Source: an optimization exercise on an open RTL-to-GDS flow (aim: a short achievable clock period). Production flows keep margins and buffers that such runs may drop. The RTL was checked by simulation tests, not by an equivalence proof against the original design. No run shown here takes its clock network from TritonCTS; it comes from the design's own scripts or RTL. The clock port is modelled as an ideal driver, which makes a skipped or thinned clock tree look cheaper than it is; a real chip needs a root buffer or a tree. Power and IR drop assume default switching activity.

==> design/flow/design.v <==
package pulse_pkg;
   typedef struct packed {
      logic [31:0] period;
      logic [31:0] sync_up;
      logic [31:0] p1width;
      logic [31:0] p2start;
      logic [31:0] att_down;
      logic [31:0] delay;
      logic [31:0] offres_delay;
      logic [6:0]  pp_pump;
      logic [6:0]  pp_probe;
      logic [6:0]  post_att;
      logic        double_pulse;
      logic        pump_on;
   } pulse_timing_t;
   typedef struct packed {
      logic [31:0] t_sync;    
      logic [31:0] t_p1w;     
      logic [31:0] t_p2s;     
      logic [31:0] t_offs;    
      logic [31:0] t_offe;    
      logic [31:0] t_att3;    
      logic [31:0] t_rec;     
      logic [31:0] t_attd;    
      logic [31:0] t_per;     
      logic [6:0]  pp_pump;
      logic [6:0]  pp_probe;
      logic [6:0]  post_att;
      logic        offres_en;  
      logic        z_sync;    
      logic        z_p1w;     
      logic        z_p2s;     
      logic        z_offe;    
      logic        z_att1;    
      logic        z_att3;    
      logic        z_rec;     
      logic        z_attd;    
      logic        z_per;     
   } seq_set_t;
   typedef struct packed {
      logic [3:0]  addr;
      logic [31:0] data;
   } host_wr_t;
   typedef struct packed {
      logic        sync_on;
      logic        pulse_on;
      logic [6:0]  att1;
      logic [6:0]  att3;
      logic        record_start;
      logic        frame_start;
   } pulse_out_t;
endpackage
`timescale 1ns/1ps
module timing_loader
(
   input  logic          clk_pll,
   input  logic          resetn,
   input  logic          host_valid,
   input  pulse_pkg::host_wr_t      host_wr,
   output logic          host_ready,
   output logic          push,
   output pulse_pkg::pulse_timing_t shadow,
   input  logic          credit_return
);
   localparam int CRED_W = $clog2(4 + 1);
   logic              wr_acc;
   logic              commit_acc;
   logic [CRED_W-1:0] credits;
   logic              ready_q;
   logic [CRED_W-1:0] credits_inc;
   logic [CRED_W-1:0] credits_dec;
   assign credits_inc = credits + CRED_W'(1);
   assign credits_dec = credits - CRED_W'(1);
   assign host_ready = ready_q;
   assign wr_acc     = host_valid && ready_q;
   assign commit_acc = wr_acc && (host_wr.addr == 4'd8);
   always_ff @(posedge clk_pll) begin
      if (resetn) begin
         shadow <= '0;
      end else if (wr_acc) begin
         case (host_wr.addr)
            4'd0:   shadow.period       <= host_wr.data;
            4'd1:  shadow.sync_up      <= host_wr.data;
            4'd2:  shadow.p1width      <= host_wr.data;
            4'd3:  shadow.p2start      <= host_wr.data;
            4'd4: shadow.att_down     <= host_wr.data;
            4'd5:    shadow.delay        <= host_wr.data;
            4'd6:   shadow.offres_delay <= host_wr.data;
            4'd7: begin
               shadow.pp_pump      <=
                  host_wr.data[0 +: $bits(shadow.pp_pump)];
               shadow.pp_probe     <=
                  host_wr.data[7 +: $bits(shadow.pp_probe)];
               shadow.post_att     <=
                  host_wr.data[14 +: $bits(shadow.post_att)];
               shadow.double_pulse <= host_wr.data[21];
               shadow.pump_on      <= host_wr.data[22];
            end
            default: ;
         endcase
      end
   end
   always_ff @(posedge clk_pll) begin
      if (resetn) begin
         push <= 1'b0;
      end else begin
         push <= commit_acc;
      end
   end
   always_ff @(posedge clk_pll) begin
      if (resetn) begin
         credits <= CRED_W'(4);
         ready_q <= 1'b1;
      end else begin
         if (commit_acc && !credit_return) begin
            credits <= credits_dec;
         end else if (!commit_acc && credit_return) begin
            credits <= credits_inc;
         end
         if (commit_acc) begin
            ready_q <= credit_return || (credits != CRED_W'(1));
         end else begin
            ready_q <= ready_q || credit_return;
         end
      end
   end
endmodule
`timescale 1ns/1ps
module set_prep
(
   input  logic                     clk_pll,
   input  pulse_pkg::pulse_timing_t shadow,
   output pulse_pkg::seq_set_t      entry
);
   localparam int NCH = 8;
   typedef struct packed {
      logic [NCH-1:0]      co;    
      logic [NCH-1:0][3:0] s;     
   } psum_t;
   function automatic psum_t chunk_add(input logic [31:0] a, input logic [31:0] b);
      psum_t r;
      logic [4:0] t;
      for (int k = 0; k < NCH; k++) begin
         t = {1'b0, a[4*k +: 4]} + {1'b0, b[4*k +: 4]};
         r.s[k]  = t[3:0];
         r.co[k] = t[4];
      end
      chunk_add = r;
   endfunction
   function automatic logic [NCH-1:0] chunk_cin(input psum_t x);
      logic [NCH-1:0] g, p, gn, pn;
      for (int k = 0; k < NCH; k++) begin
         g[k] = x.co[k];
         p[k] = (x.s[k] == 4'hf);
      end
      for (int l = 0; l < 3; l++) begin
         gn = g;
         pn = p;
         for (int k = 0; k < NCH; k++) begin
            if (k >= (1 << l)) begin
               gn[k] = g[k] | (p[k] & g[k - (1 << l)]);
               pn[k] = p[k] & p[k - (1 << l)];
            end
         end
         g = gn;
         p = pn;
      end
      chunk_cin = {g[NCH-2:0], 1'b0};
   endfunction
   function automatic logic [31:0] chunk_sum(input psum_t x);
      logic [NCH-1:0] c;
      logic [31:0] r;
      c = chunk_cin(x);
      for (int k = 0; k < NCH; k++) begin
         r[4*k +: 4] = x.s[k] + 4'(c[k]);
      end
      chunk_sum = r;
   endfunction
   function automatic logic chunk_zero(input psum_t x);
      logic [NCH-1:0] c;
      logic r;
      c = chunk_cin(x);
      r = 1'b1;
      for (int k = 0; k < NCH; k++) begin
         if (c[k] ? (x.s[k] != 4'hf) : (x.s[k] != 4'h0)) begin
            r = 1'b0;
         end
      end
      chunk_zero = r;
   endfunction
   psum_t p_offs, p_offe, p_att3, p_rec;
   logic r_sync, r_p1w, r_p2s, r_att1, r_att3, r_attd, r_per, r_offen;
   logic [31:0] s_offs, s_offe, s_att3, s_rec;
   always_ff @(posedge clk_pll) begin
      p_offs <= chunk_add(shadow.offres_delay, 32'd1);
      p_offe <= chunk_add(shadow.offres_delay, shadow.p1width);
      p_att3 <= chunk_add(shadow.sync_up, 32'd0 - 32'(30));
      p_rec  <= chunk_add(shadow.sync_up, shadow.delay);
      r_sync  <= (shadow.sync_up != '0);
      r_p1w   <= (shadow.p1width != '0);
      r_p2s   <= (shadow.p2start != '0);
      r_att1  <= (shadow.p1width != '1);
      r_att3  <= (shadow.sync_up != 32'(30));
      r_attd  <= (shadow.att_down != '0);
      r_per   <= (shadow.period == '0);
      r_offen <= shadow.double_pulse && !shadow.pump_on;
   end
   assign s_offs = chunk_sum(p_offs);
   assign s_offe = chunk_sum(p_offe);
   assign s_att3 = chunk_sum(p_att3);
   assign s_rec  = chunk_sum(p_rec);
   always_comb begin
      entry.t_sync    = shadow.sync_up;
      entry.t_p1w     = shadow.p1width;
      entry.t_p2s     = shadow.p2start;
      entry.t_offs    = s_offs;
      entry.t_offe    = s_offe;
      entry.t_att3    = s_att3;
      entry.t_rec     = s_rec;
      entry.t_attd    = shadow.att_down;
      entry.t_per     = shadow.period;
      entry.pp_pump   = shadow.pp_pump;
      entry.pp_probe  = shadow.pp_probe;
      entry.post_att  = shadow.post_att;
      entry.offres_en = r_offen;
      entry.z_sync    = r_sync;
      entry.z_p1w     = r_p1w;
      entry.z_p2s     = r_p2s;
      entry.z_offe    = !chunk_zero(p_offe);
      entry.z_att1    = r_att1;
      entry.z_att3    = r_att3;
      entry.z_rec     = chunk_zero(p_rec);
      entry.z_attd    = r_attd;
      entry.z_per     = r_per;
   end
endmodule
module timing_fifo #(
   parameter int  DEPTH     = 4,
   parameter int  WIDTH     = 1
) (
   input  logic     clk_pll,
   input  logic     resetn,
   input  logic     push,
   input  logic [WIDTH-1:0] push_data,
   output logic     avail,
   output logic [WIDTH-1:0] head,
   input  logic     pop,
   output logic     credit_return
);
   localparam int PTR_W = (DEPTH > 1) ? $clog2(DEPTH) : 1;
   localparam int CNT_W = $clog2(DEPTH + 1);
   logic [WIDTH-1:0] mem [DEPTH];
   logic [PTR_W-1:0] wr_ptr;
   logic [PTR_W-1:0] rd_ptr;
   logic [CNT_W-1:0] count;
   function automatic logic [PTR_W-1:0] ptr_inc(input logic [PTR_W-1:0] p);
      ptr_inc = (p == PTR_W'(DEPTH - 1)) ? '0 : p + 1'b1;
   endfunction
   assign head = mem[rd_ptr];
   always_ff @(posedge clk_pll) begin
      if (push) begin
         mem[wr_ptr] <= push_data;
      end
   end
   always_ff @(posedge clk_pll) begin
      if (resetn) begin
         wr_ptr        <= '0;
         rd_ptr        <= '0;
         count         <= '0;
         avail         <= 1'b0;
         credit_return <= 1'b0;
      end else begin
         if (push) begin
            wr_ptr <= ptr_inc(wr_ptr);
         end
         if (pop) begin
            rd_ptr <= ptr_inc(rd_ptr);
         end
         count         <= count + CNT_W'(push) - CNT_W'(pop);
         avail         <= push || (pop ? (count != CNT_W'(1)) : avail);
         credit_return <= pop;
      end
   end
endmodule
`timescale 1ns/1ps
module pulse_sequencer
(
   input  logic          clk_pll,
   input  logic          resetn,
   input  logic          avail,
   input  pulse_pkg::seq_set_t head,
   output logic          pop,
   input  logic          pump,
   output pulse_pkg::pulse_out_t    pulse
);
   pulse_pkg::seq_set_t cur;
   pulse_pkg::seq_set_t nxt;
   logic          armed;
   logic [31:0]   cp;         
   logic [23:0]   cp_hi_inc;  
   logic          cp_lo_ff;   
   logic          start;      
   logic          f_sync;     
   logic          f_p1w;      
   logic          f_p2s;      
   logic          f_offs;     
   logic          f_offe;     
   logic          f_att1;     
   logic          f_gtad;     
   logic          f_att3;     
   logic          f_rec;      
   logic          f_attd;     
   logic          f_zero;     
   logic          f_end;      
   pulse_pkg::pulse_out_t    pulse_nxt;
   assign pop   = avail && (!armed || f_end);
   assign start = armed ? f_end : pop;
   assign nxt   = pop ? head : cur;
   always_comb begin
      pulse_nxt = '0;
      if (armed) begin
         pulse_nxt.sync_on = f_sync;
         if (f_p1w) begin
            pulse_nxt.pulse_on = pump;
         end else if (f_p2s) begin
            pulse_nxt.pulse_on = 1'b0;
         end else if (f_sync) begin
            pulse_nxt.pulse_on = 1'b1;
         end else begin
            pulse_nxt.pulse_on = cur.offres_en && f_offs && f_offe;
         end
         pulse_nxt.att1 = (f_att1 || f_gtad) ? cur.pp_pump : cur.pp_probe;
         pulse_nxt.att3 = (f_att3 || f_gtad) ? cur.post_att : '0;
         pulse_nxt.record_start = f_rec && f_attd;
         pulse_nxt.frame_start  = f_zero;
      end
   end
   always_ff @(posedge clk_pll) begin
      if (resetn) begin
         armed <= 1'b0;
         pulse <= '0;
      end else begin
         pulse <= pulse_nxt;
         if (pop) begin
            armed <= 1'b1;
         end
      end
   end
   always_ff @(posedge clk_pll) begin
      if (pop) begin
         cur <= head;
      end
   end
   always_ff @(posedge clk_pll) begin
      if (start) begin
         cp        <= 32'd1;
         cp_lo_ff  <= 1'b0;
         cp_hi_inc <= 24'd1;
         f_sync <= nxt.z_sync;
         f_p1w  <= nxt.z_p1w;
         f_p2s  <= nxt.z_p2s;
         f_offs <= 1'b0;
         f_offe <= nxt.z_offe;
         f_att1 <= nxt.z_att1;
         f_gtad <= 1'b0;
         f_att3 <= nxt.z_att3;
         f_rec  <= nxt.z_rec;
         f_attd <= nxt.z_attd;
         f_zero <= 1'b1;
         f_end  <= nxt.z_per;
      end else begin
         cp[7:0]   <= cp[7:0] + 8'd1;
         cp_lo_ff  <= (cp[7:0] == 8'hfe);
         cp_hi_inc <= cp[31:8] + 24'd1;
         if (cp_lo_ff) begin
            cp[31:8] <= cp_hi_inc;
         end
         f_sync <= f_sync && (cp != cur.t_sync);
         f_p1w  <= f_p1w  && (cp != cur.t_p1w);
         f_p2s  <= f_p2s  && (cp != cur.t_p2s);
         f_offs <= f_offs || (cp == cur.t_offs);
         f_offe <= f_offe && (cp != cur.t_offe);
         f_att1 <= f_att1 && f_p1w;
         f_gtad <= !f_attd;
         f_att3 <= f_att3 && (cp != cur.t_att3);
         f_rec  <= f_rec  || (cp == cur.t_rec);
         f_attd <= f_attd && (cp != cur.t_attd);
         f_zero <= 1'b0;
         f_end  <= (cp == cur.t_per);
      end
   end
endmodule
`timescale 1ns/1ps
module pulse_timing_top
(
   input  logic       clk_pll,
   input  logic       resetn,
   input  logic       host_valid,
   input  logic [35:0] host_wr,
   output logic       host_ready,
   input  logic       pump,
   output logic [17:0] pulse
);
   logic          push;
   pulse_pkg::pulse_timing_t shadow;
   pulse_pkg::seq_set_t      entry;
   logic          credit_return;
   logic          avail;
   pulse_pkg::seq_set_t      head;
   logic          pop;
   timing_loader i_loader (
      .clk_pll       (clk_pll),
      .resetn        (resetn),
      .host_valid    (host_valid),
      .host_wr       (host_wr),
      .host_ready    (host_ready),
      .push          (push),
      .shadow        (shadow),
      .credit_return (credit_return)
   );
   set_prep i_prep (
      .clk_pll (clk_pll),
      .shadow  (shadow),
      .entry   (entry)
   );
   timing_fifo #(
      .DEPTH     (4),
      .WIDTH     ($bits(entry))
   ) i_fifo (
      .clk_pll       (clk_pll),
      .resetn        (resetn),
      .push          (push),
      .push_data     (entry),
      .avail         (avail),
      .head          (head),
      .pop           (pop),
      .credit_return (credit_return)
   );
   pulse_sequencer i_seq (
      .clk_pll (clk_pll),
      .resetn  (resetn),
      .avail   (avail),
      .head    (head),
      .pop     (pop),
      .pump    (pump),
      .pulse   (pulse)
   );
endmodule
==> design/flow/flow/run.sh <==
#!/bin/bash
# The standard layout, with the clock tree built by flow/cts_hook.tcl: the
# clock port drives four root buffers, each drives the leaf buffers of one
# quarter of the flip-flops. Every tool's output is logged in this folder.
set -euo pipefail
export PRE_CTS_TCL="$PWD/flow/cts_hook.tcl"
bash standard.sh > flow_orfs.log 2>&1
==> design/flow/flow/cts_hook.tcl <==
# Sourced by ORFS's CTS step (PRE_CTS_TCL) in place of TritonCTS: builds the
# two-level clock tree of mytree.tcl, then ORFS goes on with its own detailed
# placement and timing repair.
source [file join [file dirname [info script]] mytree.tcl]

proc clock_tree_synthesis { args } {
  set block [ord::get_db_block]
  set n [llength [[$block findNet clk_pll] getITerms]]
  # about 24 clock pins per leaf buffer
  set nleaf [expr { max(4, int(round($n / 24.0))) }]
  build_clock_tree 4 $nleaf sky130_fd_sc_hd__clkbuf_16
}
==> design/flow/flow/mytree.tcl <==
# A two-level clock tree: the clock port drives NROOT clkbuf_16 roots, each
# root drives the leaf clkbuf_16 buffers of its region, and each leaf drives
# about the same number of flip-flop clock pins. Regions come from recursive
# bisection of the flip-flop locations, so the tree is balanced by design.
proc bisect_groups {items n} {
  if {$n <= 1} { return [list $items] }
  set xs {}; set ys {}
  foreach it $items { lappend xs [lindex $it 1]; lappend ys [lindex $it 2] }
  set xs [lsort -integer $xs]; set ys [lsort -integer $ys]
  set k [expr {([lindex $xs end]-[lindex $xs 0]) >= ([lindex $ys end]-[lindex $ys 0]) ? 1 : 2}]
  set s [lsort -integer -index $k $items]
  set n1 [expr {$n / 2}]
  set h [expr {([llength $s] * $n1) / $n}]
  return [concat [bisect_groups [lrange $s 0 [expr {$h-1}]] $n1] \
                 [bisect_groups [lrange $s $h end] [expr {$n - $n1}]]]
}

proc centroid {g} {
  set sx 0; set sy 0
  foreach it $g { set sx [expr {$sx + [lindex $it 1]}]; set sy [expr {$sy + [lindex $it 2]}] }
  return [list [expr {$sx / [llength $g]}] [expr {$sy / [llength $g]}]]
}

proc build_clock_tree {nroot nleaf bufname} {
  set block [ord::get_db_block]
  set clknet [$block findNet clk_pll]
  set master [[ord::get_db] findMaster $bufname]
  set items {}
  foreach it [$clknet getITerms] {
    set inst [$it getInst]
    set b [$inst getBBox]
    lappend items [list $it [expr {([$b xMin]+[$b xMax])/2}] [expr {([$b yMin]+[$b yMax])/2}]]
  }
  puts "mytree: [llength $items] clock sinks"
  set rgroups [bisect_groups $items $nroot]
  set li 0
  set ri 0
  foreach rg $rgroups {
    set lgroups [bisect_groups $rg [expr {$nleaf / $nroot}]]
    set rnet [odb::dbNet_create $block "clknet_root_$ri"]
    $rnet setSigType CLOCK
    set rbuf [odb::dbInst_create $block $master "clkbuf_root_$ri"]
    set lpos {}
    foreach lg $lgroups {
      lassign [centroid $lg] cx cy
      set lnet [odb::dbNet_create $block "clknet_leaf_$li"]
      $lnet setSigType CLOCK
      set lbuf [odb::dbInst_create $block $master "clkbuf_leaf_$li"]
      $lbuf setLocation [expr {$cx - 2000}] [expr {$cy - 1360}]
      $lbuf setPlacementStatus PLACED
      [$lbuf findITerm X] connect $lnet
      [$lbuf findITerm A] connect $rnet
      foreach it $lg {
        set t [lindex $it 0]
        $t disconnect
        $t connect $lnet
      }
      lappend lpos [list $lbuf $cx $cy]
      incr li
    }
    lassign [centroid $lpos] cx cy
    $rbuf setLocation [expr {$cx - 2000}] [expr {$cy - 1360}]
    $rbuf setPlacementStatus PLACED
    [$rbuf findITerm A] connect $clknet
    [$rbuf findITerm X] connect $rnet
    puts "mytree: root $ri at $cx $cy, [llength $lgroups] leaves, [llength $rg] sinks"
    incr ri
  }
}
==> design/flow/standard.sh <==
#!/bin/bash
# synth_recipe.tcl (not shown) runs the flow's synth.tcl, then flattens the netlist and writes it again
# the make line also repeats each setting of config.mk as NAME=value (left out here)
make -C /OpenROAD-flow-scripts/flow DESIGN_CONFIG=/design/flow/config.mk WORK_HOME=/design/flow/orfs CLKGATE_MAP_FILE= SYNTH_SCRIPT=/design/flow/synth_recipe.tcl "${@:-finish}"
==> design/flow/config.mk <==
export PLATFORM = sky130hd
export DESIGN_NAME = pulse_timing_top
export DESIGN_NICKNAME = pulse_timing_top
export VERILOG_FILES = /design/flow/design.v
export SDC_FILE = /design/flow/constraint.sdc
export NUM_CORES = 4
export LEC_CHECK = 0
export ABC_CLOCK_PERIOD_IN_PS = 2000
export CAP_MARGIN = 20
export CORE_MARGIN = 2
export CORE_UTILIZATION = 55
export SETUP_SLACK_MARGIN = 2.9
export SLEW_MARGIN = 20
==> design/flow/constraint.sdc <==
create_clock -name core_clock -period 4.6 [get_ports {clk_pll}]
set_input_delay 0.9200 -clock core_clock [delete_from_list [all_inputs] [get_ports {clk_pll}]]
set_output_delay 0.9200 -clock core_clock [all_outputs]
set_load 0.01 [all_outputs]
==> results of run 1 <==
==> Yosys cell counts, drive strengths merged, types with 12 or more instances <==
| cell | count | share of area |
|---|---|---|
| nor4 | 100 | 0.0079 |
| nor2 | 94 | 0.0044 |
| nand2b | 17 | 0.0013 |
| dfxtp | 518 | 0.13 |
| nand4 | 76 | 0.0061 |
| a21oi | 297 | 0.019 |
| edfxtp | 1586 | 0.60 |
| inv | 107 | 0.0051 |
| nor2b | 19 | 0.0015 |
| clkbuf | 125 | 0.0059 |
| nor3 | 21 | 0.0013 |
| mux2i | 34 | 0.0043 |
| mux4 | 319 | 0.090 |
| xnor2 | 150 | 0.017 |
| buf | 105 | 0.0067 |
| and2 | 16 | 0.0013 |
| xor2 | 273 | 0.030 |
| o21ai | 34 | 0.0021 |
| and4 | 12 | 0.0014 |
| nand3 | 42 | 0.0026 |
| fa | 17 | 0.0043 |
| ha | 144 | 0.023 |
| and3 | 12 | 0.00094 |
| nand2 | 534 | 0.025 |
| a21o | 18 | 0.0017 |
==> logic make-up (layout without fill, tap and decap cells) <==
family / count (synthesis) / after routing / synth area share
other: 0 / 2 / 0
muxes: 362 / 362 / 0.0960
adders and majority gates: 161 / 161 / 0.0270
and+or+nand+nor: 979 / 986 / 0.0575
buffers and inverters: 337 / 817 / 0.0177
xor gates and xnor gates: 423 / 423 / 0.0466
DFF: 2104 / 2104 / 0.730
AOI/OAI and AO/OA: 370 / 370 / 0.0254
==> layer usage <==
metal | GRT usage | up-vias | share of wire
li1 | - | 18714 | -
met1 | 0.468 | 23694 | 0.39
met2 | 0.521 | 2099 | 0.47
met3 | 0.0397 | 387 | 0.085
met4 | 0.111 | 2 | 0.049
met5 | 0 | - | 0.000057
==> power by group through the flow <==
stage | sequential (uW) | clock, uW | combinational, uW
CTS | 21600 | 6820 | 4770
global placement | 21900 | 0 | 3100
global route | 21200 | 9640 | 5300
finish | 21100 | 8970 | 5240
detailed placement | 22000 | 0 | 3110
floorplan | 21200 | 0 | 1810
==> sequential cells by signal (all words and copies together) (netlist names), 2 cells and up, named ones only <==
signal            count
i_fifo.count          3
i_fifo.mem         1276
i_fifo.rd_ptr         2
i_fifo.wr_ptr         2
i_loader.credits      3
i_loader.shadow     247
i_prep.p_att3        39
i_prep.p_offe        39
i_prep.p_offs        33
i_prep.p_rec         39
i_seq.cp             32
i_seq.cp_hi_inc      24
i_seq.cur           319
i_seq.pulse          18
==> cell type report <==
cell class / instances / area, um^2
flip-flops and latches: 2104 / 58300
fillers: 9531 / 46500
multi-input cells: 2302 / 24000
repair buffers: 618 / 9580
well taps: 1903 / 2380
plain buffers: 92 / 2300
inverters: 107 / 418
diodes: 2 / 5.00
==> through the flow <==
stage / power [uW] / setup slack (ns) / TNS, ns / util / hold slack (ns)
floorplan: 23000 / -2.10 / -347.48 / - / 0.355
global placement: 25000 / 1.28 / 0 / 0.578 / 0.367
detailed placement: 25100 / 1.09 / 0 / 0.578 / 0.369
CTS: 33200 / 2.17 / 0 / 0.655 / 0.371
global route: 36100 / 2.21 / 0 / 0.676 / 0.393
finish: 35300 / 2.31 / 0 / 0.676 / 0.382
==> repair_timing <==
item	in CTS	in global routing
setup endpoints to repair	2514	1379
pin swaps	289	168
resized for setup	1031	444
gates cloned	84	28
setup buffers	234	83
==> worst max-delay path by stage <==
stage	depth (start not counted)	start	endpoint
2_1_floorplan	9	i_seq.f_end$_DFF_P_	i_fifo.count[1]$_SDFF_PP0_
3_3_place_gp	8	host_wr[33]	i_loader.credits[2]$_SDFFE_PP1P_
3_5_place_dp	8	host_wr[32]	i_loader.credits[2]$_SDFFE_PP1P_
4_1_cts	8	host_valid	i_loader.shadow[173]$_SDFFE_PP0P_
5_1_grt	7	i_prep.p_offe[14]$_DFF_P_	i_fifo.mem[0][5]$_DFFE_PP_
6_report	9	i_prep.p_att3[5]$_DFF_P_	i_fifo.mem[0][157]$_DFFE_PP_
==> worst register-to-register path, cell delays in order (launching register included) <==
cell and delay, ns:
dfxtp_2 0.33, and2_4 0.15, a41o_4 0.24, a21o_4 0.24, a21oi_4 0.21, o31ai_4 0.08
a21o_1 0.23, ha_4 0.20, ha_4 0.17, xor2_4 0.20
==> reports/metrics.csv, run 1 <==
metric,value,unit
FF-to-FF setup slack,2.31,ns
Worst R2R Path Depth,9,
critical path's slowest cell,dfxtp_2,
antenna violations before repair,10,
Synth Warn #,4,
CP endpoint kind,flop,
FMAX,0.436,GHz
"EDFF count, synth",1586,
Worst VDD drop,0.433,mV
Post-Place Cell Area,82900,um^2
slew margin rel.,0.256,
Overflow after GRT,0,
Finish-stage setup viols,0,
"commonest non-fill, non-tap cell in the layout",edfxtp_1,
Global Route Usage Sum,0.326,
Pleak,0.0344,uW
Crit path max-delay family,compound AO/OA/AOI/OAI gates,
register area share after synthesis,0.730,
CP peak stage delay,0.33,ns
1st-iter DRT viols,5497,
vias per cell,6.30,
Sw Pwr,9070,uW
CP startpoint kind,flop,
FP Rows,139,
WP data required,4.92,ns
sequential share of power,0.598,
Crit path top cell by count,ha_4,
"CTS clk-pin slew, worst paths",0.10,ns
# nets final,5426,
Reg-to-Reg Start,i_prep.p_att3[5]$_DFF_P_,
Crit Path Class,reg2reg,
max-slew violations,0,
PD cells,364,nW/um^2
Yosys reg bits,2104,
largest net degree at the start of global routing,73,
Synth async-reset ratio,0,
class of the worst hold path,reg2reg,
Worst-Margin Slew,1.12,ns
Die H,384,um
Hold Fails Final Rpt,0,
port buffer count,58,
Starting Density,0.554,
die area,148000,um^2
Clock Latency Late Sink,0.60,ns
IO Pins,59,
cell-internal power,26300,uW
number of global-route vias before repair,42138,
most frequent cells in the layout,"edfxtp_1, dfxtp_1, nand2_1",
Final Cell Area,97000,um^2
WL final,248000,um
most used flip-flop cell after synthesis,edfxtp_1,
final HPWL from detailed placement,135000,um
"Max FO, Critical Path",4,
sw frac,0.257,
Syn Nets,4937,
Final min period,2.29,ns
DRC Markers,0,
die width,384,um
status,"complete, no violations",
drt pass-1 iters,5,
final non-filler cell total,7128,
layout cells sized above 1,0.328,
Synth cell types,60,
Routed WL per cell,34.8,um
Mapped Avg Cell Area,16.8,um^2
combinational share of power,0.148,
cells after synthesis,4736,
final worst path period share,0.498,
worst hold start,i_loader.shadow[41]$_SDFFE_PP0P_,
Antenna Violating Nets Remaining,0,
first-pass GRT wire length,333000,um
Area Overhead vs Synth,22.1,%
Cells after DPL,6605,
"Endpoint, Worst Hold",i_prep.p_offs[18]$_DFF_P_,
FF-to-FF End,i_fifo.mem[0][157]$_DFFE_PP_,
RSZ-0062 raised after global routing,true,
Layout Skew,0.0333,ns
vias,44896,
core area,143000,um^2
Netlist Area Pre-Place,79500,um^2
CTS Hold Bufs,0,
# Max-Cap Violations,0,
sum of buffers and inverters on the critical path,0,
"critical path, cell by cell","and2_4, a41o_4, a21o_4, a21oi_4, o31ai_4, a21o_1, ha_4, ha_4, xor2_4",
routability congestion estimate,0.839,
Crit path arrival time,2.62,ns
clock share of power,0.254,
Hold Path Depth,0,
==> run 2: changes to the inputs <==
--- a/design/flow/design.v
+++ b/design/flow/design.v
@@ -134,25 +134,26 @@
 );
    localparam int NCH = 8;
    typedef struct packed {
-      logic [NCH-1:0]      co;    
-      logic [NCH-1:0][3:0] s;     
+      logic [NCH-1:0]      g;
+      logic [NCH-1:0]      p;
+      logic [NCH-1:0][3:0] s;
    } psum_t;
    function automatic psum_t chunk_add(input logic [31:0] a, input logic [31:0] b);
       psum_t r;
       logic [4:0] t;
       for (int k = 0; k < NCH; k++) begin
          t = {1'b0, a[4*k +: 4]} + {1'b0, b[4*k +: 4]};
-         r.s[k]  = t[3:0];
-         r.co[k] = t[4];
+         r.s[k] = t[3:0];
+         r.g[k] = t[4];
+         r.p[k] = t[4] || (t[3:0] == 4'hf);
       end
       chunk_add = r;
    endfunction
-   function automatic logic [NCH-1:0] chunk_cin(input psum_t x);
-      logic [NCH-1:0] g, p, gn, pn;
-      for (int k = 0; k < NCH; k++) begin
-         g[k] = x.co[k];
-         p[k] = (x.s[k] == 4'hf);
-      end
+   function automatic logic [31:0] chunk_sum(input psum_t x);
+      logic [NCH-1:0] g, p, gn, pn, c;
+      logic [31:0] r;
+      g = x.g;
+      p = x.p;
       for (int l = 0; l < 3; l++) begin
          gn = g;
          pn = p;
@@ -165,32 +166,19 @@
          g = gn;
          p = pn;
       end
-      chunk_cin = {g[NCH-2:0], 1'b0};
-   endfunction
-   function automatic logic [31:0] chunk_sum(input psum_t x);
-      logic [NCH-1:0] c;
-      logic [31:0] r;
-      c = chunk_cin(x);
+      c = {g[NCH-2:0], 1'b0};
       for (int k = 0; k < NCH; k++) begin
-         r[4*k +: 4] = x.s[k] + 4'(c[k]);
+         r[4*k +: 4] = c[k] ? (x.s[k] + 4'd1) : x.s[k];
       end
       chunk_sum = r;
    endfunction
-   function automatic logic chunk_zero(input psum_t x);
-      logic [NCH-1:0] c;
-      logic r;
-      c = chunk_cin(x);
-      r = 1'b1;
-      for (int k = 0; k < NCH; k++) begin
-         if (c[k] ? (x.s[k] != 4'hf) : (x.s[k] != 4'h0)) begin
-            r = 1'b0;
-         end
-      end
-      chunk_zero = r;
+   function automatic logic sum_is_zero(input logic [31:0] a, input logic [31:0] b);
+      sum_is_zero = (((a ^ b) ^ {(a[30:0] | b[30:0]), 1'b0}) == '0);
    endfunction
    psum_t p_offs, p_offe, p_att3, p_rec;
-   logic r_sync, r_p1w, r_p2s, r_att1, r_att3, r_attd, r_per, r_offen;
    logic [31:0] s_offs, s_offe, s_att3, s_rec;
+   logic r_sync, r_p1w, r_p2s, r_att1, r_att3, r_attd, r_per, r_offen;
+   logic r_offe, r_rec;
    always_ff @(posedge clk_pll) begin
       p_offs <= chunk_add(shadow.offres_delay, 32'd1);
       p_offe <= chunk_add(shadow.offres_delay, shadow.p1width);
@@ -204,6 +192,8 @@
       r_attd  <= (shadow.att_down != '0);
       r_per   <= (shadow.period == '0);
       r_offen <= shadow.double_pulse && !shadow.pump_on;
+      r_offe  <= !sum_is_zero(shadow.offres_delay, shadow.p1width);
+      r_rec   <= sum_is_zero(shadow.sync_up, shadow.delay);
    end
    assign s_offs = chunk_sum(p_offs);
    assign s_offe = chunk_sum(p_offe);
@@ -226,10 +216,10 @@
       entry.z_sync    = r_sync;
       entry.z_p1w     = r_p1w;
       entry.z_p2s     = r_p2s;
-      entry.z_offe    = !chunk_zero(p_offe);
+      entry.z_offe    = r_offe;
       entry.z_att1    = r_att1;
       entry.z_att3    = r_att3;
-      entry.z_rec     = chunk_zero(p_rec);
+      entry.z_rec     = r_rec;
       entry.z_attd    = r_attd;
       entry.z_per     = r_per;
    end
==> reports/metrics.csv, run 2 <==
metric,value,unit,change
status,"complete, no violations",,
Pleak,0.0355,uW,+3.3%
"CTS clk-pin slew, worst paths",0.10,ns,about the same
Post-Place Cell Area,85600,um^2,+3.2%
vias per cell,6.12,,-2.9%
CP startpoint kind,flop,,
Cells after DPL,6907,,+4.6%
Global Route Usage Sum,0.306,,-0.0197
# Max-Cap Violations,0,,unchanged
Mapped Avg Cell Area,16.4,um^2,-2.0%
Clock Latency Late Sink,0.60,ns,about the same
Routed WL per cell,32.7,um,-5.9%
vias,45332,,+0.97%
fin util,0.670,,-0.00615
IO Pins,59,,unchanged
Synth cell types,50,,-17%
Synth async-reset ratio,0,,unchanged
die width,390,um,+1.5%
Crit path max-delay family,flip-flops,,
class of the worst hold path,reg2reg,,
"EDFF count, synth",1586,,unchanged
Overflow after GRT,0,,unchanged
largest register by flop count,i_fifo.mem,,
final HPWL from detailed placement,137000,um,+1.6%
sum of buffers and inverters on the critical path,1,,+1
Die H,390,um,+1.5%
DRC Markers,0,,unchanged
"commonest non-fill, non-tap cell in the layout",edfxtp_1,,
Crit Path Class,reg2out,,
core area,148000,um^2,+3.0%
Syn Nets,5222,,+5.8%
Final Cell Area,99000,um^2,+2.1%
register area share after synthesis,0.714,,-0.0159
FP Rows,141,,+1.4%
drt pass-1 iters,5,,unchanged
most frequent cells in the layout,"edfxtp_1, dfxtp_1, mux4_2, nand2_1, xor2_1",,
Synth top cells by count,"edfxtp_1, dfxtp_1, nand2_1",,
slew margin rel.,0.389,,+0.133
Netlist Area Pre-Place,81900,um^2,+3.1%
Finish-stage setup viols,0,,unchanged
antenna violations before repair,6,,-4
"count leader, synth",edfxtp_1,,
Final min period,2.00,ns,-0.289 ns
largest net degree at the start of global routing,74,,+1.4%
Yosys reg bits,2130,,+1.2%
# fillers,10069,,+5.6%
"Max FO, Critical Path",4,,unchanged
CTS Hold Bufs,0,,unchanged
layout cells sized above 1,0.338,,+0.00972
1st-iter DRT viols,4787,,-13%
"critical path, cell by cell",buf_6,,
FF-to-FF setup slack,2.64,ns,+0.33 ns
RSZ-0062 raised after global routing,true,,
die area,152000,um^2,+3.1%
final worst path period share,0.435,,-0.0628
Worst VDD drop,0.408,mV,-5.9%
Hold Fails Final Rpt,0,,unchanged
Layout Skew,0.0290,ns,-0.00435 ns
max-slew violations,0,,unchanged
most used flip-flop cell after synthesis,edfxtp_1,,
Area Overhead vs Synth,20.9,%,
Yosys top cell area share,0.581,,-0.0182
WL final,242000,um,-2.1%
WP data required,3.68,ns,-1.24 ns
main area contributors after synthesis,"edfxtp_1, dfxtp_1, mux4_2",,
Starting Density,0.554,,about the same
final non-filler cell total,7412,,+4.0%
PD cells,359,nW/um^2,-1.4%
first-pass GRT wire length,328000,um,-1.6%
number of global-route vias before repair,43373,,+2.9%
FMAX,0.499,GHz,+14%
critical path's slowest cell,dfxtp_4,,
Pwr Total,35600,uW,+0.72%
# nets final,5720,,+5.4%
cells after synthesis,4985,,+5.3%
max reg flops,1276,,unchanged
Min Hold Slack,0.404,ns,+0.0223 ns
CP peak stage delay,0.40,ns,+0.07 ns
Worst-Margin Slew,0.916,ns,-0.200 ns
CP endpoint kind,primary output,,
Crit path arrival time,1.08,ns,-1.54 ns
largest registers,"i_fifo.mem (1276), i_seq.cur (319), i_loader.shadow (247)",,
Synth Warn #,4,,unchanged
Antenna Violating Nets Remaining,0,,unchanged
port buffer count,58,,unchanged
cell accounting for the most synthesized area,edfxtp_1,,
routability congestion estimate,0.852,,+1.5%
## run 2: report_power, final
part           internal [uW]  switching, uW
Combinational           2090           3210
Clock                   3530           5480
Sequential             20800            458
## run 2: per-stage QoR
step,TNS (ns),worst slack [ns]
3_5_place_dp,0,0.982
5_1_grt,0,2.55
2_1_floorplan,-351.08,-1.13
3_3_place_gp,0,1.04
4_1_cts,0,2.10
6_report,0,2.60
## run 2: final cells by class
type,instances,area [um^2],area share
Sequential cell,2130,59000,0.595
Multi-Input combinational cell,2464,25900,0.261
Timing Repair Buffer,628,8840,0.0893
Tap cell,1930,2410,0.0244
Buffer,92,2300,0.0232
Inverter,167,654,0.00661
Antenna cell,1,2.50,0.0000253
## run 2: kinds of logic after synthesis
group                    Yosys count  synth area share
AO/OA/AOI/OAI                    350            0.0238
XOR/XNOR                         516            0.0551
adder cells (fa/ha/maj)          197            0.0316
buffers and inverters            397            0.0210
flip-flops                      2130             0.714
multiplexers                     409            0.0991
AND/OR/NAND/NOR                  986            0.0552
## run 2: final timing paths
path                            cells after the start                              from                   endpoint
worst max-delay path                                1       i_loader.ready_q$_SDFF_PP1_                 host_ready
worst min-delay path                                0  i_loader.shadow[45]$_SDFFE_PP0P_  i_prep.p_offs[22]$_DFF_P_
worst max register to register                      6  i_loader.shadow[84]$_SDFFE_PP0P_       i_prep.r_rec$_DFF_P_
worst min register to register                      0  i_loader.shadow[45]$_SDFFE_PP0P_  i_prep.p_offs[22]$_DFF_P_
## run 2: repair_timing
action,4_1_cts,5_1_grt
resized for setup,761,869
endpoints found under the hold margin,0,0
gates cloned,57,37
setup endpoints to repair,2441,1168
buffers inserted,235,83
pin swaps,124,352
## run 2: per-layer routing
layer / vias up / track usage / wire length [um]
li1: 19403 / - / -
met1: 23804 / 0.411 / 92900
met2: 1729 / 0.519 / 121000
met3: 394 / 0.0350 / 17000
met4: 2 / 0.109 / 11800
met5: - / 0 / 13
==> run 3: changes to the inputs <==
--- a/design/flow/design.v
+++ b/design/flow/design.v
@@ -72,7 +72,7 @@
    assign credits_inc = credits + CRED_W'(1);
    assign credits_dec = credits - CRED_W'(1);
    assign host_ready = ready_q;
-   assign wr_acc     = host_valid && ready_q;
+   assign wr_acc     = host_valid && (credits != '0);
    assign commit_acc = wr_acc && (host_wr.addr == 4'd8);
    always_ff @(posedge clk_pll) begin
       if (resetn) begin
@@ -246,7 +246,17 @@
    function automatic logic [PTR_W-1:0] ptr_inc(input logic [PTR_W-1:0] p);
       ptr_inc = (p == PTR_W'(DEPTH - 1)) ? '0 : p + 1'b1;
    endfunction
-   assign head = mem[rd_ptr];
+   logic [DEPTH-1:0] rd_sel;
+   logic [CNT_W-1:0] count_inc;
+   logic [CNT_W-1:0] count_dec;
+   always_comb begin
+      head = '0;
+      for (int i = 0; i < DEPTH; i++) begin
+         head = head | (mem[i] & {WIDTH{rd_sel[i]}});
+      end
+   end
+   assign count_inc = count + CNT_W'(1);
+   assign count_dec = count - CNT_W'(1);
    always_ff @(posedge clk_pll) begin
       if (push) begin
          mem[wr_ptr] <= push_data;
@@ -256,6 +266,7 @@
       if (resetn) begin
          wr_ptr        <= '0;
          rd_ptr        <= '0;
+         rd_sel        <= DEPTH'(1);
          count         <= '0;
          avail         <= 1'b0;
          credit_return <= 1'b0;
@@ -265,8 +276,13 @@
          end
          if (pop) begin
             rd_ptr <= ptr_inc(rd_ptr);
+            rd_sel <= {rd_sel[DEPTH-2:0], rd_sel[DEPTH-1]};
+         end
+         if (push && !pop) begin
+            count <= count_inc;
+         end else if (!push && pop) begin
+            count <= count_dec;
          end
-         count         <= count + CNT_W'(push) - CNT_W'(pop);
          avail         <= push || (pop ? (count != CNT_W'(1)) : avail);
          credit_return <= pop;
       end
==> reports/metrics.csv, run 3 <==
metric,value,unit,change
Overflow after GRT,0,,unchanged
first-pass GRT wire length,353000,um,+7.8%
vias per cell,6.29,,+2.8%
"CTS clk-pin slew, worst paths",0.11,ns,about the same
ANT cells,0,,-1
"commonest non-fill, non-tap cell in the layout",edfxtp_1,,
worst hold start,i_loader.shadow[29]$_SDFFE_PP0P_,,
Global Route Usage Sum,0.328,,+0.0219
Pleak,0.0362,uW,+2.0%
largest net degree at the start of global routing,79,,+6.8%
Clock Latency Late Sink,0.61,ns,about the same
Synth Warn #,4,,unchanged
WL final,257000,um,+6.2%
die area,150000,um^2,-1.1%
CP endpoint kind,flop,,
Die H,388,um,-0.55%
number of global-route vias before repair,47306,,+9.1%
max reg flops,1276,,unchanged
"count leader, synth",edfxtp_1,,
IO Pins,59,,unchanged
Synth top cells by count,"edfxtp_1, nand2_1, a22oi_1",,
final HPWL from detailed placement,141000,um,+3.0%
Antenna Violating Nets Remaining,0,,unchanged
core area,146000,um^2,-1.3%
Hold Fails Final Rpt,0,,unchanged
PD cells,365,nW/um^2,+1.6%
vias,50751,,+12%
Reg-to-Reg Start,i_loader.credits[0]$_SDFFE_PP0P_,,
Post-Place Cell Area,84300,um^2,-1.5%
"Max FO, Critical Path",8,,+4
register area share after synthesis,0.722,,+0.00801
Final Cell Area,98300,um^2,-0.80%
Netlist Area Pre-Place,81000,um^2,-1.1%
Worst R2R Path Depth,12,,+6
Worst-Margin Slew,1.45,ns,+0.536 ns
Hold Path Depth,0,,unchanged
Starting Density,0.555,,+0.00108
"Endpoint, Worst Hold",i_prep.p_offs[6]$_DFF_P_,,
FF-to-FF setup slack,2.38,ns,-0.26 ns
final worst path period share,0.483,,+0.0479
WP data required,5.09,ns,+1.41 ns
# Max-Cap Violations,0,,unchanged
drt pass-1 iters,5,,unchanged
CP startpoint kind,flop,,
antenna violations before repair,6,,unchanged
cell accounting for the most synthesized area,edfxtp_1,,
Finish-stage setup viols,0,,unchanged
"EDFF count, synth",1586,,unchanged
Syn Nets,5982,,+15%
FP Rows,140,,-0.71%
Pwr Total,35900,uW,+0.83%
Mapped Avg Cell Area,14.1,um^2,-14%
class of the worst hold path,reg2reg,,
Worst VDD drop,0.422,mV,+3.5%
status,"complete, no violations",,
"critical path, cell by cell","inv_2, ha_4, ha_4, nand2b_4, nor3_4, buf_6, buf_12, and2_4, buf_12, buf_16, nand2_1, a21oi_1",,
Cells after DPL,7553,,+9.4%
FF-to-FF End,i_loader.shadow[190]$_SDFFE_PP0P_,,
# nets final,6394,,+12%
RSZ-0062 raised after global routing,true,,
Synth cell types,52,,+4.0%
Crit path arrival time,2.72,ns,+1.64 ns
1st-iter DRT viols,6291,,+31%
Synth async-reset ratio,0,,unchanged
Yosys top cell area share,0.588,,+0.00652
port buffer count,58,,unchanged
FMAX,0.450,GHz,-9.9%
slew margin rel.,0.0317,,-0.357
cells after synthesis,5743,,+15%
Routed WL per cell,31.9,um,-2.5%
Final min period,2.22,ns,+0.220 ns
most used flip-flop cell after synthesis,edfxtp_1,,
critical path's slowest cell,dfxtp_4,,
largest register by flop count,i_fifo.mem,,
Layout Skew,0.0434,ns,+0.0145 ns
max-slew violations,0,,unchanged
final non-filler cell total,8070,,+8.9%
DRC Markers,0,,unchanged
CP peak stage delay,0.37,ns,-0.03 ns
Area Overhead vs Synth,21.2,%,
layout cells sized above 1,0.267,,-0.0712
routability congestion estimate,0.865,,+1.6%
main area contributors after synthesis,"edfxtp_1, dfxtp_1, a22oi_1",,
Crit Path Class,reg2reg,,
die width,388,um,-0.55%
Yosys reg bits,2130,,unchanged
most frequent cells in the layout,"edfxtp_1, nand2_1, a22oi_1",,
largest registers,"i_fifo.mem (1276), i_seq.cur (319), i_loader.shadow (247)",,
run 3: logic make-up after synthesis:
| logic type | Yosys count | share of synthesized area |
|---|---|---|
| buffers and inverters | 476 | 0.0248 |
| AOI/OAI and AO/OA | 1055 | 0.0879 |
| xor gates and xnor gates | 512 | 0.0553 |
| adders and majority gates | 199 | 0.0322 |
| muxes | 50 | 0.00667 |
| and+or+nand+nor | 1321 | 0.0710 |
| DFF | 2130 | 0.722 |
run 3: final cells by class:
| type | count | area (um^2) |
|---|---|---|
| flip-flops and latches | 2130 | 59000 |
| fillers | 10121 | 47700 |
| multi-input cells | 3143 | 25300 |
| repair buffers | 622 | 8520 |
| well taps | 1917 | 2400 |
| plain buffers | 92 | 2300 |
| inverters | 165 | 683 |
| repair inverters | 1 | 7.51 |
run 3: worst max path at each step:
stage / start / endpoint / slack, ns / cells after the start
CTS: host_wr[34] / i_loader.shadow[58]$_SDFFE_PP0P_ / 2.25 / 10
global route: i_loader.credits[1]$_SDFFE_PP0P_ / i_loader.shadow[190]$_SDFFE_PP0P_ / 2.32 / 12
global placement: host_valid / i_loader.shadow[133]$_SDFFE_PP0P_ / 1.40 / 8
floorplan: i_seq.f_end$_DFF_P_ / i_seq.cur[100]$_DFFE_PP_ / -1.01 / 3
finish: i_loader.credits[0]$_SDFFE_PP0P_ / i_loader.shadow[190]$_SDFFE_PP0P_ / 2.38 / 12
detailed placement: host_valid / i_loader.shadow[131]$_SDFFE_PP0P_ / 1.34 / 8
run 3: timing repair:
item,CTS,global route
hold buffers,0,0
endpoints found under the setup margin,2444,1131
setup buffers,225,117
gates resized for setup,954,746
pin swaps,190,346
cloned,57,26
run 3: power breakdown:
group	total [uW]	switching (uW)	internal, uW	leakage (uW)
logic	5500	3350	2150	0.0151
clock network	9030	5500	3530	0.00113
registers	21400	508	20900	0.0200
run 3: critical path, delay by kind of cell, from the launching register on:
| family | cells | cell delay, ns |
|---|---|---|
| AO/OA/AOI/OAI | 1 | 0.15 |
| adder cells (fa/ha/maj) | 2 | 0.30 |
| buffers and inverters | 5 | 0.59 |
| flip-flops | 1 | 0.37 |
| AND/OR/NAND/NOR | 4 | 0.70 |
run 3: through the flow:
stage / util / worst slack (ns) / hold slack (ns) / TNS (ns)
CTS: 0.643 / 2.25 / 0.373 / 0
detailed placement: 0.578 / 1.34 / 0.373 / 0
global route: 0.673 / 2.32 / 0.394 / 0
global placement: 0.578 / 1.40 / 0.368 / 0
floorplan: - / -1.01 / 0.363 / -314.30
finish: 0.673 / 2.38 / 0.391 / 0
run 3: per-layer routing:
metal | global-route usage | wire length (um)
met2 | 0.498 | 116000
met3 | 0.0515 | 25700
met1 | 0.483 | 104000
met4 | 0.115 | 11700
met5 | 0 | 20
==> run 4: changes to the inputs <==
--- a/design/flow/design.v
+++ b/design/flow/design.v
@@ -69,10 +69,21 @@
    logic              ready_q;
    logic [CRED_W-1:0] credits_inc;
    logic [CRED_W-1:0] credits_dec;
+   logic [CRED_W-1:0] credits_nxt;
+   logic              rdy_int;    
    assign credits_inc = credits + CRED_W'(1);
    assign credits_dec = credits - CRED_W'(1);
+   always_comb begin
+      if (commit_acc && !credit_return) begin
+         credits_nxt = credits_dec;
+      end else if (!commit_acc && credit_return) begin
+         credits_nxt = credits_inc;
+      end else begin
+         credits_nxt = credits;
+      end
+   end
    assign host_ready = ready_q;
-   assign wr_acc     = host_valid && (credits != '0);
+   assign wr_acc     = host_valid && rdy_int;
    assign commit_acc = wr_acc && (host_wr.addr == 4'd8);
    always_ff @(posedge clk_pll) begin
       if (resetn) begin
@@ -110,13 +121,11 @@
    always_ff @(posedge clk_pll) begin
       if (resetn) begin
          credits <= CRED_W'(4);
+         rdy_int <= 1'b1;
          ready_q <= 1'b1;
       end else begin
-         if (commit_acc && !credit_return) begin
-            credits <= credits_dec;
-         end else if (!commit_acc && credit_return) begin
-            credits <= credits_inc;
-         end
+         credits <= credits_nxt;
+         rdy_int <= (credits_nxt != '0);
          if (commit_acc) begin
             ready_q <= credit_return || (credits != CRED_W'(1));
          end else begin
==> reports/metrics.csv, run 4 <==
metric,value,unit,change
routability congestion estimate,0.908,,+5.0%
Worst VDD drop,0.412,mV,-2.4%
most used flip-flop cell after synthesis,edfxtp_1,,
final HPWL from detailed placement,140000,um,-1.1%
1st-iter DRT viols,6612,,+5.1%
number of global-route vias before repair,46975,,-0.70%
Synth Warn #,4,,unchanged
PD cells,362,nW/um^2,-0.92%
Reg-to-Reg Start,i_seq.cp[17]$_SDFFE_PP0P_,,
core area,146000,um^2,+0.12%
die width,388,um,about the same
# fillers,10119,,-0.020%
worst hold start,i_loader.shadow[33]$_SDFFE_PP0P_,,
Global Route Usage Sum,0.327,,-0.00103
Pleak,0.0367,uW,+1.3%
final worst path period share,0.444,,-0.0392
port buffer count,58,,unchanged
Layout Skew,0.0411,ns,-0.00232 ns
CTS Hold Bufs,0,,unchanged
die area,151000,um^2,about the same
largest registers,"i_fifo.mem (1276), i_seq.cur (319), i_loader.shadow (247)",,
"Endpoint, Worst Hold",i_prep.p_offs[10]$_DFF_P_,,
"Max FO, Critical Path",3,,-5
antenna violations before repair,2,,-4
"CTS clk-pin slew, worst paths",0.10,ns,about the same
Starting Density,0.555,,about the same
Final min period,2.04,ns,-0.180 ns
slew margin rel.,0.124,,+0.0920
Syn Nets,5989,,+0.12%
max reg flops,1276,,unchanged
status,"complete, no violations",,
main area contributors after synthesis,"edfxtp_1, dfxtp_1, a22oi_1",,
CP endpoint kind,flop,,
Crit Path Class,reg2reg,,
IO Pins,59,,unchanged
CP startpoint kind,flop,,
Hold Fails Final Rpt,0,,unchanged
fin worst setup slack,2.56,ns,+0.180 ns
Min Hold Slack,0.402,ns,+0.0106 ns
# nets final,6408,,+0.22%
Clock Latency Late Sink,0.62,ns,about the same
ANT cells,0,,unchanged
DRC Markers,0,,unchanged
vias per cell,6.34,,+0.84%
pre-CTS setup slack,1.35,ns,+0.00377 ns
sequential share of power,0.600,,+0.005
Mapped Avg Cell Area,14.1,um^2,about the same
FF-to-FF setup slack,2.56,ns,+0.18 ns
class of the worst hold path,reg2reg,,
Area Overhead vs Synth,21.8,%,
Worst R2R Path Depth,7,,-5
Routed WL per cell,32.5,um,+2.0%
clock share of power,0.254,,+0.002
largest register by flop count,i_fifo.mem,,
combinational share of power,0.146,,-0.007
FP Rows,140,,unchanged
Yosys reg bits,2131,,+0.047%
Die H,388,um,about the same
Synth top cells by count,"edfxtp_1, nand2_1, a22oi_1",,
FF-to-FF End,i_seq.f_rec$_DFF_P_,,
Yosys top cell area share,0.587,,about the same
largest net degree at the start of global routing,112,,+42%
"EDFF count, synth",1586,,unchanged
"count leader, synth",edfxtp_1,,
FMAX,0.490,GHz,+8.8%
cell-internal power,26400,uW,-0.58%
Crit path arrival time,2.57,ns,-0.15 ns
Cells after DPL,7566,,+0.17%
Hold Path Depth,0,,unchanged
Antenna Violating Nets Remaining,0,,unchanged
# Max-Cap Violations,0,,unchanged
max-slew violations,0,,unchanged
first-pass GRT wire length,352000,um,-0.39%
Netlist Area Pre-Place,81100,um^2,about the same
drt pass-1 iters,5,,unchanged
"commonest non-fill, non-tap cell in the layout",edfxtp_1,,
Pwr Total,35800,uW,-0.39%
cells after synthesis,5752,,+0.16%
register area share after synthesis,0.722,,about the same
Overflow after GRT,0,,unchanged
most frequent cells in the layout,"edfxtp_1, a22oi_1, nand2_1",,
cell accounting for the most synthesized area,edfxtp_1,,
RSZ-0062 raised after global routing,true,,
layout cells sized above 1,0.278,,+0.0107
Synth async-reset ratio,0,,unchanged
Finish-stage setup viols,0,,unchanged
final non-filler cell total,8086,,+0.20%
vias,51281,,+1.0%
Synth cell types,52,,unchanged
Sw Pwr,9370,uW,+0.13%
WP data required,5.13,ns,+0.04 ns
Worst-Margin Slew,1.31,ns,-0.138 ns
sw frac,0.262,,+0.00137
WL final,263000,um,+2.3%
## run 4: cell families after synthesis
family                     count (synthesis)  share of synthesized area
muxes                                     52                    0.00691
and+or+nand+nor                         1331                     0.0723
adders and majority gates                197                     0.0319
DFF                                     2131                      0.722
xor gates and xnor gates                 513                     0.0554
buffers and inverters                    477                     0.0245
AOI/OAI and AO/OA                       1051                     0.0874
## run 4: power groups by stage
stage / registers, uW / clock network [uW] / logic (uW)
floorplan: 21400 / 0 / 1880
global placement: 22300 / 0 / 3030
detailed placement: 22400 / 0 / 3050
CTS: 21900 / 6860 / 4660
global route: 21500 / 9710 / 5310
finish: 21400 / 9070 / 5230
## run 4: layer usage
metal,wire [um],vias to the layer above,part of all wire,track usage
li1,-,21841,-,-
met3,28800,399,0.11,0.0439
met2,118000,2672,0.45,0.498
met1,106000,26369,0.40,0.497
met5,0,-,0,0
met4,10500,0,0.040,0.0867
## run 4: layout make-up
class,instances,area (um^2),share of cell area
multi-input combinational,3154,25900,0.263
buffer,92,2300,0.0233
timing repair buffer,625,8440,0.0854
sequential,2131,59000,0.597
inverter,167,679,0.00688
tap,1917,2400,0.0243
## run 4: timing repair
action | CTS | global route
setup endpoints to repair | 2456 | 1182
gates cloned | 48 | 47
buffers inserted | 212 | 121
pin swaps | 181 | 440
resized for setup | 861 | 956
## run 4: worst max path at each step
stage	startpoint	to	slack [ns]
final	i_seq.cp[17]$_SDFFE_PP0P_	i_seq.f_rec$_DFF_P_	2.56
after global routing	i_seq.cp[17]$_SDFFE_PP0P_	i_seq.f_rec$_DFF_P_	2.51
after CTS	host_valid	i_loader.shadow[171]$_SDFFE_PP0P_	2.10
after detailed placement	host_wr[32]	i_loader.rdy_int$_SDFF_PP1_	1.35
after global placement	host_wr[32]	i_loader.rdy_int$_SDFF_PP1_	1.39
after floorplan	i_seq.armed$_SDFFE_PP0P_	i_seq.cur[100]$_DFFE_PP_	-1.22
## run 4: per-stage QoR
step           utilization  setup TNS, ns  area (um^2)
3_5_place_dp         0.577              0        84300
5_1_grt              0.676              0        98800
6_report             0.676              0        98800
2_1_floorplan            -        -378.95        81200
4_1_cts              0.639              0        93400
3_3_place_gp         0.577              0        84300
## run 4: worst max-delay path, cell delays in order (launching register included)
cell and delay [ns]:
dfxtp_4 0.46, buf_12 0.14, xnor2_2 0.10, nand4_1 0.47, nor4_4 0.38, buf_4 0.22, a21oi_2 0.06, o21ai_1 0.12
==> run 5: changes to the inputs <==
--- a/design/flow/design.v
+++ b/design/flow/design.v
@@ -36,6 +36,7 @@
       logic        z_rec;     
       logic        z_attd;    
       logic        z_per;     
+      logic [8:0]  h0;
    } seq_set_t;
    typedef struct packed {
       logic [3:0]  addr;
@@ -181,28 +182,57 @@
       end
       chunk_sum = r;
    endfunction
-   function automatic logic sum_is_zero(input logic [31:0] a, input logic [31:0] b);
-      sum_is_zero = (((a ^ b) ^ {(a[30:0] | b[30:0]), 1'b0}) == '0);
+   function automatic logic [3:0] zero_parts(input logic [31:0] x);
+      logic [3:0] r;
+      for (int j = 0; j < 4; j++) begin
+         r[j] = (x[8*j +: 8] == 8'h00);
+      end
+      zero_parts = r;
+   endfunction
+   function automatic logic [3:0] sum_zero_parts(input logic [31:0] a, input logic [31:0] b);
+      sum_zero_parts = zero_parts((a ^ b) ^ {(a[30:0] | b[30:0]), 1'b0});
+   endfunction
+   function automatic logic [6:0] sum_hi_parts(input logic [31:0] a, input logic [31:0] b);
+      logic [23:0] x, y, v0, v1;
+      logic [8:0] lo;
+      logic [3:0] z0, z1;
+      x  = a[31:8];
+      y  = b[31:8];
+      lo = {1'b0, a[7:0]} + {1'b0, b[7:0]};
+      v0 = (x ^ y) ^ {(x[22:0] | y[22:0]), 1'b0};
+      v1 = ~(x ^ y) ^ {(x[22:0] & y[22:0]), 1'b0};
+      z0 = zero_parts({8'h00, v0});
+      z1 = zero_parts({8'h00, v1});
+      sum_hi_parts = {lo[8], z1[2:0], z0[2:0]};
+   endfunction
+   function automatic logic hi_zero(input logic [6:0] h);
+      hi_zero = h[6] ? (&h[5:3]) : (&h[2:0]);
    endfunction
    psum_t p_offs, p_offe, p_att3, p_rec;
    logic [31:0] s_offs, s_offe, s_att3, s_rec;
-   logic r_sync, r_p1w, r_p2s, r_att1, r_att3, r_attd, r_per, r_offen;
-   logic r_offe, r_rec;
+   logic [3:0] q_sync, q_p1w, q_p2s, q_p1max, q_att3, q_attd, q_per;
+   logic [3:0] q_offe, q_rec;
+   logic [6:0] h_offs, h_offe, h_att3, h_rec;
+   logic       r_offen;
    always_ff @(posedge clk_pll) begin
       p_offs <= chunk_add(shadow.offres_delay, 32'd1);
       p_offe <= chunk_add(shadow.offres_delay, shadow.p1width);
       p_att3 <= chunk_add(shadow.sync_up, 32'd0 - 32'(30));
       p_rec  <= chunk_add(shadow.sync_up, shadow.delay);
-      r_sync  <= (shadow.sync_up != '0);
-      r_p1w   <= (shadow.p1width != '0);
-      r_p2s   <= (shadow.p2start != '0);
-      r_att1  <= (shadow.p1width != '1);
-      r_att3  <= (shadow.sync_up != 32'(30));
-      r_attd  <= (shadow.att_down != '0);
-      r_per   <= (shadow.period == '0);
+      q_sync  <= zero_parts(shadow.sync_up);
+      q_p1w   <= zero_parts(shadow.p1width);
+      q_p2s   <= zero_parts(shadow.p2start);
+      q_p1max <= zero_parts(~shadow.p1width);
+      q_att3  <= zero_parts(shadow.sync_up ^ 32'(30));
+      q_attd  <= zero_parts(shadow.att_down);
+      q_per   <= zero_parts(shadow.period);
+      q_offe  <= sum_zero_parts(shadow.offres_delay, shadow.p1width);
+      q_rec   <= sum_zero_parts(shadow.sync_up, shadow.delay);
+      h_offs  <= sum_hi_parts(shadow.offres_delay, 32'd1);
+      h_offe  <= sum_hi_parts(shadow.offres_delay, shadow.p1width);
+      h_att3  <= sum_hi_parts(shadow.sync_up, 32'd0 - 32'(30));
+      h_rec   <= sum_hi_parts(shadow.sync_up, shadow.delay);
       r_offen <= shadow.double_pulse && !shadow.pump_on;
-      r_offe  <= !sum_is_zero(shadow.offres_delay, shadow.p1width);
-      r_rec   <= sum_is_zero(shadow.sync_up, shadow.delay);
    end
    assign s_offs = chunk_sum(p_offs);
    assign s_offe = chunk_sum(p_offe);
@@ -222,15 +252,18 @@
       entry.pp_probe  = shadow.pp_probe;
       entry.post_att  = shadow.post_att;
       entry.offres_en = r_offen;
-      entry.z_sync    = r_sync;
-      entry.z_p1w     = r_p1w;
-      entry.z_p2s     = r_p2s;
-      entry.z_offe    = r_offe;
-      entry.z_att1    = r_att1;
-      entry.z_att3    = r_att3;
-      entry.z_rec     = r_rec;
-      entry.z_attd    = r_attd;
-      entry.z_per     = r_per;
+      entry.z_sync    = !(&q_sync);
+      entry.z_p1w     = !(&q_p1w);
+      entry.z_p2s     = !(&q_p2s);
+      entry.z_offe    = !(&q_offe);
+      entry.z_att1    = !(&q_p1max);
+      entry.z_att3    = !(&q_att3);
+      entry.z_rec     = &q_rec;
+      entry.z_attd    = !(&q_attd);
+      entry.z_per     = &q_per;
+      entry.h0        = {&q_sync[3:1], &q_p1w[3:1], &q_p2s[3:1], hi_zero(h_offs),
+                         hi_zero(h_offe), hi_zero(h_att3), hi_zero(h_rec),
+                         &q_attd[3:1], &q_per[3:1]};
    end
 endmodule
 module timing_fifo #(
@@ -328,6 +361,17 @@
    logic          f_zero;     
    logic          f_end;      
    pulse_pkg::pulse_out_t    pulse_nxt;
+   logic [8:0][31:0] thr;
+   logic [8:0]       eqh;       
+   logic [8:0]       eqh_inc;   
+   logic [8:0]       eq;        
+   assign thr = {cur.t_sync, cur.t_p1w, cur.t_p2s, cur.t_offs, cur.t_offe,
+                 cur.t_att3, cur.t_rec, cur.t_attd, cur.t_per};
+   always_comb begin
+      for (int i = 0; i < 9; i++) begin
+         eq[i] = eqh[i] && (cp[7:0] == thr[i][7:0]);
+      end
+   end
    assign pop   = avail && (!armed || f_end);
    assign start = armed ? f_end : pop;
    assign nxt   = pop ? head : cur;
@@ -367,10 +411,16 @@
       end
    end
    always_ff @(posedge clk_pll) begin
+      for (int i = 0; i < 9; i++) begin
+         eqh_inc[i] <= (cp_hi_inc == thr[i][31:8]);
+      end
+   end
+   always_ff @(posedge clk_pll) begin
       if (start) begin
          cp        <= 32'd1;
          cp_lo_ff  <= 1'b0;
          cp_hi_inc <= 24'd1;
+         eqh       <= nxt.h0;
          f_sync <= nxt.z_sync;
          f_p1w  <= nxt.z_p1w;
          f_p2s  <= nxt.z_p2s;
@@ -389,19 +439,20 @@
          cp_hi_inc <= cp[31:8] + 24'd1;
          if (cp_lo_ff) begin
             cp[31:8] <= cp_hi_inc;
+            eqh      <= eqh_inc;
          end
-         f_sync <= f_sync && (cp != cur.t_sync);
-         f_p1w  <= f_p1w  && (cp != cur.t_p1w);
-         f_p2s  <= f_p2s  && (cp != cur.t_p2s);
-         f_offs <= f_offs || (cp == cur.t_offs);
-         f_offe <= f_offe && (cp != cur.t_offe);
+         f_sync <= f_sync && !eq[8];
+         f_p1w  <= f_p1w  && !eq[7];
+         f_p2s  <= f_p2s  && !eq[6];
+         f_offs <= f_offs || eq[5];
+         f_offe <= f_offe && !eq[4];
          f_att1 <= f_att1 && f_p1w;
          f_gtad <= !f_attd;
-         f_att3 <= f_att3 && (cp != cur.t_att3);
-         f_rec  <= f_rec  || (cp == cur.t_rec);
-         f_attd <= f_attd && (cp != cur.t_attd);
+         f_att3 <= f_att3 && !eq[3];
+         f_rec  <= f_rec  || eq[2];
+         f_attd <= f_attd && !eq[1];
          f_zero <= 1'b0;
-         f_end  <= (cp == cur.t_per);
+         f_end  <= eq[0];
       end
    end
 endmodule
==> reports/metrics.csv, run 5 <==
metric,value,unit,change
status,"complete, no violations",,
Synth Warn #,4,,unchanged
FP Rows,144,,+2.9%
class of the worst hold path,reg2reg,,
layout cells sized above 1,0.220,,-0.0577
largest register by flop count,i_fifo.mem,,
antenna violations before repair,12,,+10
final HPWL from detailed placement,142000,um,+1.3%
main area contributors after synthesis,"edfxtp_1, dfxtp_1, a22oi_1",,
number of global-route vias before repair,48734,,+3.7%
1st-iter DRT viols,6167,,-6.7%
Multi-input gate area,26100,um^2,+0.63%
slew margin rel.,0.0574,,-0.0663
PD cells,348,nW/um^2,-3.8%
Synth top cells by count,"edfxtp_1, nand2_1, a22oi_1",,
WL final,258000,um,-1.8%
Starting Density,0.555,,about the same
Worst-Margin Slew,1.41,ns,+0.0995 ns
DRC Markers,0,,unchanged
Pwr Total,35000,uW,-2.0%
Routed WL per cell,30.4,um,-6.5%
routability congestion estimate,0.848,,-6.6%
Pleak,0.0372,uW,+1.3%
vias per cell,6.23,,-1.7%
"Max FO, Critical Path",8,,+5
Mapped Avg Cell Area,14.0,um^2,-1.0%
die width,399,um,+2.7%
FMAX,0.491,GHz,+0.40%
"EDFF count, synth",1631,,+2.8%
Worst VDD drop,0.355,mV,-14%
Overflow after GRT,0,,unchanged
Area Overhead vs Synth,17.5,%,
CP endpoint kind,flop,,
Crit path arrival time,2.56,ns,about the same
# fillers,11075,,+9.4%
die area,159000,um^2,+5.6%
Crit Path Class,in2reg,,
final worst path period share,0.442,,-0.00176
Syn Nets,6426,,+7.3%
Global Route Usage Sum,0.307,,-0.0200
"commonest non-fill, non-tap cell in the layout",edfxtp_1,,
Die H,399,um,+2.7%
Yosys top cell area share,0.572,,-0.0154
CP startpoint kind,input pin,,
largest net degree at the start of global routing,83,,-26%
cells after synthesis,6138,,+6.7%
most used flip-flop cell after synthesis,edfxtp_1,,
Yosys reg bits,2240,,+5.1%
largest registers,"i_fifo.mem (1312), i_seq.cur (328), i_loader.shadow (247)",,
Final Cell Area,101000,um^2,+1.9%
RSZ-0062 raised after global routing,true,,
Synth async-reset ratio,0,,unchanged
Final min period,2.03,ns,-0.00808 ns
"CTS clk-pin slew, worst paths",0.10,ns,about the same
# Max-Cap Violations,0,,unchanged
IO Pins,59,,unchanged
Synth cell types,59,,+13%
Antenna Violating Nets Remaining,0,,unchanged
max reg flops,1312,,+2.8%
Layout Skew,0.0254,ns,-0.0157 ns
most frequent cells in the layout,"edfxtp_1, nand2_1, a22oi_1",,
cell accounting for the most synthesized area,edfxtp_1,,
Finish-stage setup viols,0,,unchanged
FF+latch area,61700,um^2,+4.5%
drt pass-1 iters,8,,+3
final setup TNS,0,ns,unchanged
"count leader, synth",edfxtp_1,,
max-slew violations,0,,unchanged
register area share after synthesis,0.714,,-0.00764
vias,52920,,+3.2%
core area,154000,um^2,+5.7%
Clock Latency Late Sink,0.61,ns,about the same
# nets final,6735,,+5.1%
port buffer count,58,,unchanged
Post-Place Cell Area,89300,um^2,+5.9%
CTS Hold Bufs,0,,unchanged
Hold Fails Final Rpt,0,,unchanged
Netlist Area Pre-Place,85700,um^2,+5.6%
WP data required,5.12,ns,about the same
first-pass GRT wire length,352000,um,about the same
[run 5: cell types whose count changed after synthesis, moves of 36 or more]
cell,previous run,this run
or4_1,1,37
nor4_1,111,56
buf_2,88,5
clkbuf_1,186,252
dfxtp_1,545,609
edfxtp_1,1586,1631
nand2_1,895,953
[run 5: metrics by stage]
step                cells   util  hold slack (ns)  setup WS, ns
floorplan            6138      -            0.368          1.35
global placement     8063  0.578            0.409          1.45
detailed placement   8063  0.578            0.410          1.46
CTS                  8348  0.624            0.408          2.19
global route         8489  0.652            0.414          2.56
finish               8492  0.652            0.405          2.57
[run 5: worst paths after layout]
path,startpoint,to,slack [ns],depth (start not counted)
worst max-delay path,host_wr[35],i_loader.shadow[124]$_SDFFE_PP0P_,2.57,8
worst min-delay path,i_loader.shadow[27]$_SDFFE_PP0P_,i_prep.p_offs[4]$_DFF_P_,0.40,0
worst max register to register,i_loader.shadow[169]$_SDFFE_PP0P_,i_prep.h_offe[4]$_DFF_P_,2.72,5
worst min register to register,i_loader.shadow[27]$_SDFFE_PP0P_,i_prep.p_offs[4]$_DFF_P_,0.40,0
[run 5: layout make-up]
| cell class | instances | area share |
|---|---|---|
| Inverter | 197 | 0.00804 |
| Timing Repair inverter | 4 | 0.000485 |
| Tap cell | 2044 | 0.0254 |
| Multi-Input combinational cell | 3408 | 0.259 |
| Antenna cell | 3 | 0.0000746 |
| Timing Repair Buffer | 500 | 0.0699 |
| Buffer | 96 | 0.0239 |
| Sequential cell | 2240 | 0.613 |
[run 5: repair_timing]
item | 4_1_cts | 5_1_grt
setup endpoints to repair | 2546 | 1325
hold endpoints to repair | 0 | 0
gates resized for setup | 686 | 800
pin swaps | 170 | 383
gates cloned | 63 | 28
setup buffers | 126 | 113
[run 5: layer usage]
metal | vias to the layer above | global-route usage | wire length, um
met5 | - | 0 | 0
met4 | 0 | 0.0755 | 8180
met3 | 328 | 0.0375 | 24700
met2 | 2466 | 0.478 | 117000
met1 | 27106 | 0.462 | 109000
li1 | 23020 | - | -
[run 5: worst max-delay path, stage by stage]
cell	delay [ns]
buf_8	0.10
buf_6	0.10
and4bb_4	0.44
buf_6	0.13
and3_4	0.31
clkbuf_16	0.26
nand2_1	0.08
a21oi_1	0.20
[run 5: power by group]
group,leakage (uW),internal [uW],switching (uW)
clock,0.00118,3680,5770
sequential,0.0214,21900,594
combinational,0.0146,1210,1920
total,0.0372,26800,8280
[run 5: cells by family (layout without fill, tap and decap cells)]
kind of cell | count (synthesis) | in the layout | synth area share
AOI/OAI and AO/OA | 1109 | 1109 | 0.0877
xor gates and xnor gates | 532 | 532 | 0.0544
adders and majority gates | 249 | 249 | 0.0397
buffers and inverters | 507 | 797 | 0.0226
DFF | 2240 | 2240 | 0.714
muxes | 55 | 55 | 0.00684
other | 0 | 3 | 0
and+or+nand+nor | 1446 | 1463 | 0.0748

Check on run 5: ideal ports give 2.565 ns setup slack; a clkbuf_16 on the clock port and buf_2 on the inputs give 2.429 ns; moving port delays by the midpoint clock arrival (0.789 ns) as well gives 1.929 ns.
